Source: an optimization exercise on an open RTL-to-GDS flow (aim: a short achievable clock period and few clock cycles). Production flows keep margins and buffers that such runs may drop. Function was checked by simulation only, so behaviour that the tests miss may differ from the original. Power and IR drop assume default switching activity.

## pipeTop
module pipeTop
(
	input  logic        CLK,
	input  logic        RSTB,
	input  logic        PSEL,
	input  logic        PENABLE,
	input  logic        PWRITE,
	input  logic [11:0] PADDR,
	input  logic [31:0] PWDATA,
	output logic [31:0] PRDATA,
	output logic        PREADY,
	output logic        PSLVERR
);
Size: ~6100 cells after synthesis, ~83 I/O pins, ~85000 µm² of cells after synthesis.
Settings: LEC_CHECK=0, ABC_CLOCK_PERIOD_IN_PS=1800, CAP_MARGIN=20, CORE_MARGIN=2, CORE_UTILIZATION=62, CTS_BUF_LIST=sky130_fd_sc_hd__clkbuf_16, CTS_CLUSTER_DIAMETER=60, CTS_CLUSTER_SIZE=24, SETUP_SLACK_MARGIN=2.3, SLEW_MARGIN=20, TNS_END_PERCENT=100; clock period 4.0 ns.
standard.sh (not shown) runs the stock make flow with config.mk's settings and CLKGATE_MAP_FILE= SYNTH_SCRIPT=/design/flow/synth_recipe.tcl, a recipe that flattens the netlist after the stock synthesis.
==> flow/flow/run.sh <==
#!/bin/bash
# Layout flow: the standard flow, with two changes after synthesis.
#  - Port buffers are buf_4 cells (buffer_ports otherwise picks a delay cell).
#  - Timing repair may resize a cell into another footprint, so those port
#    buffers and other cells can be swapped for faster ones.
# Synthesis is the standard one, run unchanged.
set -o pipefail

bash standard.sh synth > synth.log 2>&1 || { echo "synthesis failed"; exit 1; }

sed -e 's|"\${@:-finish}"|MATCH_CELL_FOOTPRINT=0 BUFFER_PORTS_ARGS="-buffer_cell sky130_fd_sc_hd__buf_4" "${@:-finish}"|' standard.sh > layout.sh
grep -q 'MATCH_CELL_FOOTPRINT=0' layout.sh || { echo "could not set the layout options"; exit 1; }

bash layout.sh > layout.log 2>&1 || { echo "layout failed"; exit 1; }
The baseline went through all stages and came out clean.
Testbench counts at the start, summed over its fixed seeds: cycles 10,816.
Next try:
Settings changed: SETUP_SLACK_MARGIN 2.3 to 1.8.
Effect: The changed run finished clean. Synthesized cell count does not change. Routed wire length is lower by roughly a tenth. Cell area fell by roughly a tenth. Synthesized area is unchanged. Sequential power barely changes. Critical path depth fell by 3. Utilization decreases by 7.6 points. Final cell count came out lower by a few percent.
Next try:
Settings changed: SETUP_SLACK_MARGIN 1.8 to 2.1.
After rerunning: Via count climbs by 3.7%. Wire length climbs by 5.4%. Clock skew barely changes. Global-route usage climbs by 1.2 points. Final area climbs by 6.4%. Area after synthesis stays the same. Final cell count climbs by 3.1%. Worst hold slack gets worse by 0.069 ns. Sequential power is about the same. Synthesized cell count stays the same. Sequential share of layout area drops by 3.4 points.

========
Setup of job 103:
pipeTop, a different RTL version from the one above (not shown whole).
Size in the first run: ~6100 cells after synthesis, roughly 2000 flip-flops, roughly 85000 um2 of cells after synthesis.
## pipeTop
module pipeTop
(
	input  logic        CLK,
	input  logic        RSTB,
	input  logic        PSEL,
	input  logic        PENABLE,
	input  logic        PWRITE,
	input  logic [11:0] PADDR,
	input  logic [31:0] PWDATA,
	output logic [31:0] PRDATA,
	output logic        PREADY,
	output logic        PSLVERR
);
clock: 4.0 ns
lec_check: 0
abc_clock_period_in_ps: 1400
cap_margin: 20
core_margin: 2
core_utilization: 62
cts_buf_list: sky130_fd_sc_hd__clkbuf_16
cts_cluster_diameter: 60
cts_cluster_size: 24
setup_slack_margin: 2.1
slew_margin: 20
tns_end_percent: 100
Scripts as last shown in full above: flow/flow/run.sh
Testbench counts of job 103, summed over its fixed seeds: cycles 10,816.
Here is what was changed in the inputs of job 101 compared with job 103.
- ABC_CLOCK_PERIOD_IN_PS: 1400 -> 1800
- CORE_UTILIZATION: 62 -> 56
==> comparison <==
- Compared with job 103, in job 101 number of filler instances in the final layout moved up; overall die width moved up; total global-route track usage moved down; number of buffers created by CTS moved up; worst setup slack level.
- Taking job 103 as the reference, in job 101 routed wire length moved up, achievable frequency level.
- The lower clock-buffer cell count of job 101 and job 103 is in job 103.
- In the tables for job 101 and job 103, proportion of power drawn by combinational gates reads higher with job 101.
- When the final numbers for job 101 and job 103 were put side by side, the inserted tap cell count turned out to be smaller in job 103.
- Diff job 101 and job 103: share of layout cells above drive strength 1 higher in job 101

port drivers added, routing unchanged:
The flow's constraints put no driver on any port. The routed layouts listed below were extracted and timed again, unchanged, in two steps. Step 1, drivers: a clkbuf_16 drives CLK and a buf_2 each remaining input, both assumed. Step 2 adds t to the input delays and takes it off the output delays; t is the mean of the earliest and latest rising clock arrival at the registers after step 1. Input paths then give back, and output paths get back, about the clock's delay inside the block. a / b / c = ideal ports / drivers / drivers and shift; a / b = the first two.
run | t (ns) | slack for setup (ns) | hold WS [ns] | worst setup path after step 2 | worst data-port slew with drivers (ns)
the first run of note 1 | 0.879 | 1.770 / 1.770 / 1.181 | 0.100 / 0.042 / 0.322 | input to register | 0.14
the second run of note 1 | 0.867 | 1.757 / 1.727 / 0.954 | 0.086 / 0.020 / 0.322 | input to register | 0.05
the third run of note 1 | 0.879 | 1.791 / 1.784 / 1.157 | 0.017 / -0.048 / 0.316 | input to register | 0.06
job 103 | 0.867 | 1.825 / 1.811 / 1.118 | 0.097 / 0.054 / 0.321 | input to register | 0.12
job 101 | 0.887 | 1.826 / 1.791 / 0.936 | 0.085 / 0.023 / 0.329 | input to register | 0.10
After both steps every run listed still meets setup and hold. The setup slack of job 101, which loses most, moves by -0.035 ns with the drivers and by -0.890 ns with both steps.
